What follows belongs to an exercise in optimizing a design on an open flow for small area and few clock cycles per item; a production flow would make more cautious choices. Where RTL was checked, it was by simulation tests only, not by an equivalence proof against the original.

Design cplx_alu_sched, start of the top module:
module cplx_alu_sched
#(
  parameter int WIDTH      = cplx_pkg::CPLX_WIDTH,
  parameter int NREQ       = cplx_pkg::CPLX_NREQ,
  parameter int FIFO_DEPTH = cplx_pkg::CPLX_FIFO_DEPTH
) (
  input  logic                              clk,
  input  logic                              rst_n,
  input  logic [NREQ-1:0]                   req_valid,
  output logic [NREQ-1:0]                   req_ready,
  input  logic [NREQ-1:0]                   req_op,
  input  logic [NREQ-1:0][WIDTH-1:0]        req_a_re,
  input  logic [NREQ-1:0][WIDTH-1:0]        req_a_im,
  input  logic [NREQ-1:0][WIDTH-1:0]        req_b_re,
  input  logic [NREQ-1:0][WIDTH-1:0]        req_b_im,
  output logic                              rsp_valid,
  input  logic                              rsp_ready,
  output logic [$clog2(NREQ)-1:0]           rsp_id,
  output logic                              rsp_op,
  output logic signed [2*WIDTH:0]           rsp_re,
  output logic signed [2*WIDTH:0]           rsp_im,
  output logic                              busy
);
Size in the first run: roughly 2800 cells after synthesis, ~110 flip-flops, about 22000 sq um of cells after synthesis.
==> module cplx_alu_sched, before the edit <==
module cplx_alu_sched
#(
  parameter int WIDTH      = cplx_pkg::CPLX_WIDTH,
  parameter int NREQ       = cplx_pkg::CPLX_NREQ,
  parameter int FIFO_DEPTH = cplx_pkg::CPLX_FIFO_DEPTH
) (
  input  logic                              clk,
  input  logic                              rst_n,
  input  logic [NREQ-1:0]                   req_valid,
  output logic [NREQ-1:0]                   req_ready,
  input  logic [NREQ-1:0]                   req_op,
  input  logic [NREQ-1:0][WIDTH-1:0]        req_a_re,
  input  logic [NREQ-1:0][WIDTH-1:0]        req_a_im,
  input  logic [NREQ-1:0][WIDTH-1:0]        req_b_re,
  input  logic [NREQ-1:0][WIDTH-1:0]        req_b_im,
  output logic                              rsp_valid,
  input  logic                              rsp_ready,
  output logic [$clog2(NREQ)-1:0]           rsp_id,
  output logic                              rsp_op,
  output logic signed [2*WIDTH:0]           rsp_re,
  output logic signed [2*WIDTH:0]           rsp_im,
  output logic                              busy
);
  localparam int IDW = $clog2(NREQ);
  localparam int RW  = 2*WIDTH + 1;
  logic                 pre_v_q, out_v_q;
  logic [IDW-1:0]       pre_id_q, out_id_q;
  logic signed [RW-1:0] pre_re_q;
  logic                 out_op_q;
  logic signed [RW-1:0] out_re_q, out_im_q;
  logic [IDW-1:0]       add_ptr_q, mul_ptr_q;
  logic [IDW-1:0]       nm_id_q;
  logic [NREQ-1:0]      add_req, mul_req, mul_left, taken;
  logic                 taken_found;
  logic [IDW-1:0]       taken_pick;
  logic                 add_found, mul_found;
  logic [IDW-1:0]       add_pick, mul_pick, mul_base, cand;
  logic                 can_load, load_mul, load_add, do_pre;
  logic [IDW-1:0]       mac_id;
  logic signed [RW-1:0] mac_res;
  logic signed [RW-1:0] add_re, add_im;
  always_comb begin
    add_req = req_valid & ~req_op;
    mul_req = req_valid & req_op;
    add_found = 1'b0;
    add_pick  = '0;
    for (int i = 1; i <= NREQ; i++) begin
      cand = add_ptr_q + IDW'(i);
      if (!add_found && add_req[cand]) begin
        add_found = 1'b1;
        add_pick  = cand;
      end
    end
    can_load = rst_n && (!out_v_q || rsp_ready);
    load_mul = can_load && pre_v_q;
    load_add = can_load && !pre_v_q && add_found;
    do_pre   = rst_n && !pre_v_q && mul_req[nm_id_q];
    mac_id   = pre_v_q ? pre_id_q : nm_id_q;
    req_ready = '0;
    if (load_mul) req_ready[pre_id_q] = 1'b1;
    if (load_add) req_ready[add_pick] = 1'b1;
    mul_left  = mul_req & ~req_ready;
    taken     = req_ready;
    mul_base  = do_pre ? nm_id_q : mul_ptr_q;
    mul_found = 1'b0;
    mul_pick  = '0;
    taken_found = 1'b0;
    taken_pick  = '0;
    for (int i = 1; i <= NREQ; i++) begin
      cand = mul_base + IDW'(i);
      if (!mul_found && mul_left[cand]) begin
        mul_found = 1'b1;
        mul_pick  = cand;
      end
      if (!taken_found && taken[cand]) begin
        taken_found = 1'b1;
        taken_pick  = cand;
      end
    end
    if (!mul_found && taken_found) mul_pick = taken_pick;
  end
  cplx_alu_core #(
    .WIDTH (WIDTH)
  ) u_core (
    .im_sel (pre_v_q),
    .a_re   (req_a_re[mac_id]),
    .a_im   (req_a_im[mac_id]),
    .b_re   (req_b_re[mac_id]),
    .b_im   (req_b_im[mac_id]),
    .res    (mac_res)
  );
  localparam int LO = (WIDTH + 2) / 2;
  function automatic logic signed [WIDTH:0] add_sum(input logic [WIDTH-1:0] a,
                                                   input logic [WIDTH-1:0] b);
    logic [WIDTH:0] ae, be, s0, s1;
    logic           c, c0, c1;
    ae = {a[WIDTH-1], a};
    be = {b[WIDTH-1], b};
    c  = 1'b0;
    for (int i = 0; i < LO; i++) begin
      s0[i] = ae[i] ^ be[i] ^ c;
      c     = (ae[i] & be[i]) | (ae[i] & c) | (be[i] & c);
    end
    s1 = s0;
    c0 = 1'b0;
    c1 = 1'b1;
    for (int i = LO; i <= WIDTH; i++) begin
      s0[i] = ae[i] ^ be[i] ^ c0;
      s1[i] = ae[i] ^ be[i] ^ c1;
      c0    = (ae[i] & be[i]) | (ae[i] & c0) | (be[i] & c0);
      c1    = (ae[i] & be[i]) | (ae[i] & c1) | (be[i] & c1);
    end
    add_sum = c ? s1 : s0;
  endfunction
  logic signed [WIDTH-1:0] add_a_re, add_a_im, add_b_re, add_b_im;
  assign add_a_re = req_a_re[add_pick];
  assign add_a_im = req_a_im[add_pick];
  assign add_b_re = req_b_re[add_pick];
  assign add_b_im = req_b_im[add_pick];
  assign add_re   = RW'(add_sum(add_a_re, add_b_re));
  assign add_im   = RW'(add_sum(add_a_im, add_b_im));
  always_ff @(posedge clk or negedge rst_n) begin
    if (!rst_n) begin
      pre_v_q   <= 1'b0;
      pre_id_q  <= '0;
      out_v_q   <= 1'b0;
      add_ptr_q <= IDW'(NREQ - 1);
      mul_ptr_q <= IDW'(NREQ - 1);
      nm_id_q   <= '0;
    end else begin
      if (can_load) out_v_q <= load_mul || load_add;
      if (load_add) add_ptr_q <= add_pick;
      if (load_mul) pre_v_q <= 1'b0;
      if (do_pre) begin
        pre_v_q   <= 1'b1;
        pre_id_q  <= nm_id_q;
        mul_ptr_q <= nm_id_q;
      end
      if (mul_found || taken_found) nm_id_q <= mul_pick;
    end
  end
  always_ff @(posedge clk) begin
    if (do_pre) pre_re_q <= mac_res;
    if (load_mul) begin
      out_id_q <= pre_id_q;
      out_op_q <= 1'b1;
      out_re_q <= pre_re_q;
      out_im_q <= mac_res;
    end else if (load_add) begin
      out_id_q <= add_pick;
      out_op_q <= 1'b0;
      out_re_q <= add_re;
      out_im_q <= add_im;
    end
  end
  assign rsp_valid = out_v_q;
  assign rsp_id    = out_id_q;
  assign rsp_op    = out_op_q;
  assign rsp_re    = out_re_q;
  assign rsp_im    = out_im_q;
  assign busy      = out_v_q;
endmodule
clock: 10.0 ns
lec_check: 0
abc_area: 1
cap_margin: 20
core_margin: 2
core_utilization: 40
slew_margin: 20
standard.sh (not shown) runs the stock make flow with config.mk's settings and CLKGATE_MAP_FILE= SYNTH_SCRIPT=/design/flow/synth_recipe.tcl, a recipe that flattens the netlist after the stock synthesis.
==> flow/flow/run.sh <==
#!/bin/bash
# The standard layout, with the port buffers that global placement inserts made
# sky130_fd_sc_hd__buf_1 instead of the tool's default pick; every port still gets one.
set -euo pipefail
export BUFFER_PORTS_ARGS="-buffer_cell sky130_fd_sc_hd__buf_1"
bash standard.sh finish > standard.log 2>&1
Testbench counts at the start, summed over its fixed seeds: cycles 3,828, items 3,200.
Next try:
--- a/flow/design.v
+++ b/flow/design.v
@@ -1070,42 +1070,19 @@
     .a_re   (req_a_re[mac_id]),
     .a_im   (req_a_im[mac_id]),
     .b_re   (req_b_re[mac_id]),
     .b_im   (req_b_im[mac_id]),
     .res    (mac_res)
   );
-  localparam int LO = (WIDTH + 2) / 2;
-  function automatic logic signed [WIDTH:0] add_sum(input logic [WIDTH-1:0] a,
-                                                   input logic [WIDTH-1:0] b);
-    logic [WIDTH:0] ae, be, s0, s1;
-    logic           c, c0, c1;
-    ae = {a[WIDTH-1], a};
-    be = {b[WIDTH-1], b};
-    c  = 1'b0;
-    for (int i = 0; i < LO; i++) begin
-      s0[i] = ae[i] ^ be[i] ^ c;
-      c     = (ae[i] & be[i]) | (ae[i] & c) | (be[i] & c);
-    end
-    s1 = s0;
-    c0 = 1'b0;
-    c1 = 1'b1;
-    for (int i = LO; i <= WIDTH; i++) begin
-      s0[i] = ae[i] ^ be[i] ^ c0;
-      s1[i] = ae[i] ^ be[i] ^ c1;
-      c0    = (ae[i] & be[i]) | (ae[i] & c0) | (be[i] & c0);
-      c1    = (ae[i] & be[i]) | (ae[i] & c1) | (be[i] & c1);
-    end
-    add_sum = c ? s1 : s0;
-  endfunction
   logic signed [WIDTH-1:0] add_a_re, add_a_im, add_b_re, add_b_im;
   assign add_a_re = req_a_re[add_pick];
   assign add_a_im = req_a_im[add_pick];
   assign add_b_re = req_b_re[add_pick];
   assign add_b_im = req_b_im[add_pick];
-  assign add_re   = RW'(add_sum(add_a_re, add_b_re));
-  assign add_im   = RW'(add_sum(add_a_im, add_b_im));
+  assign add_re   = RW'(add_a_re) + RW'(add_b_re);
+  assign add_im   = RW'(add_a_im) + RW'(add_b_im);
   always_ff @(posedge clk or negedge rst_n) begin
     if (!rst_n) begin
       pre_v_q   <= 1'b0;
       pre_id_q  <= '0;
       out_v_q   <= 1'b0;
       add_ptr_q <= IDW'(NREQ - 1);
The new run went through all stages and came out clean.
Worst hold slack degrades by 0.045 ns.
Setup slack degrades by 0.087 ns.
Final cell count climbs by a few percent.
Synthesized cell count climbs slightly.
Wire length drops slightly.
Global-route usage drops by 0.80 points.
For the second run of this note, only the layout was checked, not whether the RTL still works.

static timing again, ports no longer ideal:
The flow's constraints put no driver on any port. The routed layouts listed below were extracted and timed again, unchanged, in two steps. Step 1 (the two cells are an assumption about what drives the block):
set clk [get_ports {clk}]
set_driving_cell -lib_cell sky130_fd_sc_hd__clkbuf_16 $clk
set_driving_cell -lib_cell sky130_fd_sc_hd__buf_2 [delete_from_list [all_inputs] $clk]
Step 2 adds t to the input delays and takes it off the output delays; t is the mean of the earliest and latest rising clock arrival at the registers after step 1. Input paths then give back, and output paths get back, about the clock's delay inside the block. Three values: no drivers, after step 1, after step 2; two values: the first two.
| run | t, ns | setup WS [ns] | worst setup path at the end | clock arrival spread, ns | pins driven straight from the clock port |
|---|---|---|---|---|---|
| the first run | 0.393 | 0.867 / 0.883 / 0.491 | input to register | 0.015 / 0.015 | 1 |
| the second run | 0.410 | 0.780 / 0.780 / 0.464 | input to register | 0.014 / 0.015 | 1 |
After both steps setup and hold are still met in every run listed. The setup slack of the first run, which loses most, moves by +0.016 ns with the drivers and by -0.376 ns with both steps.
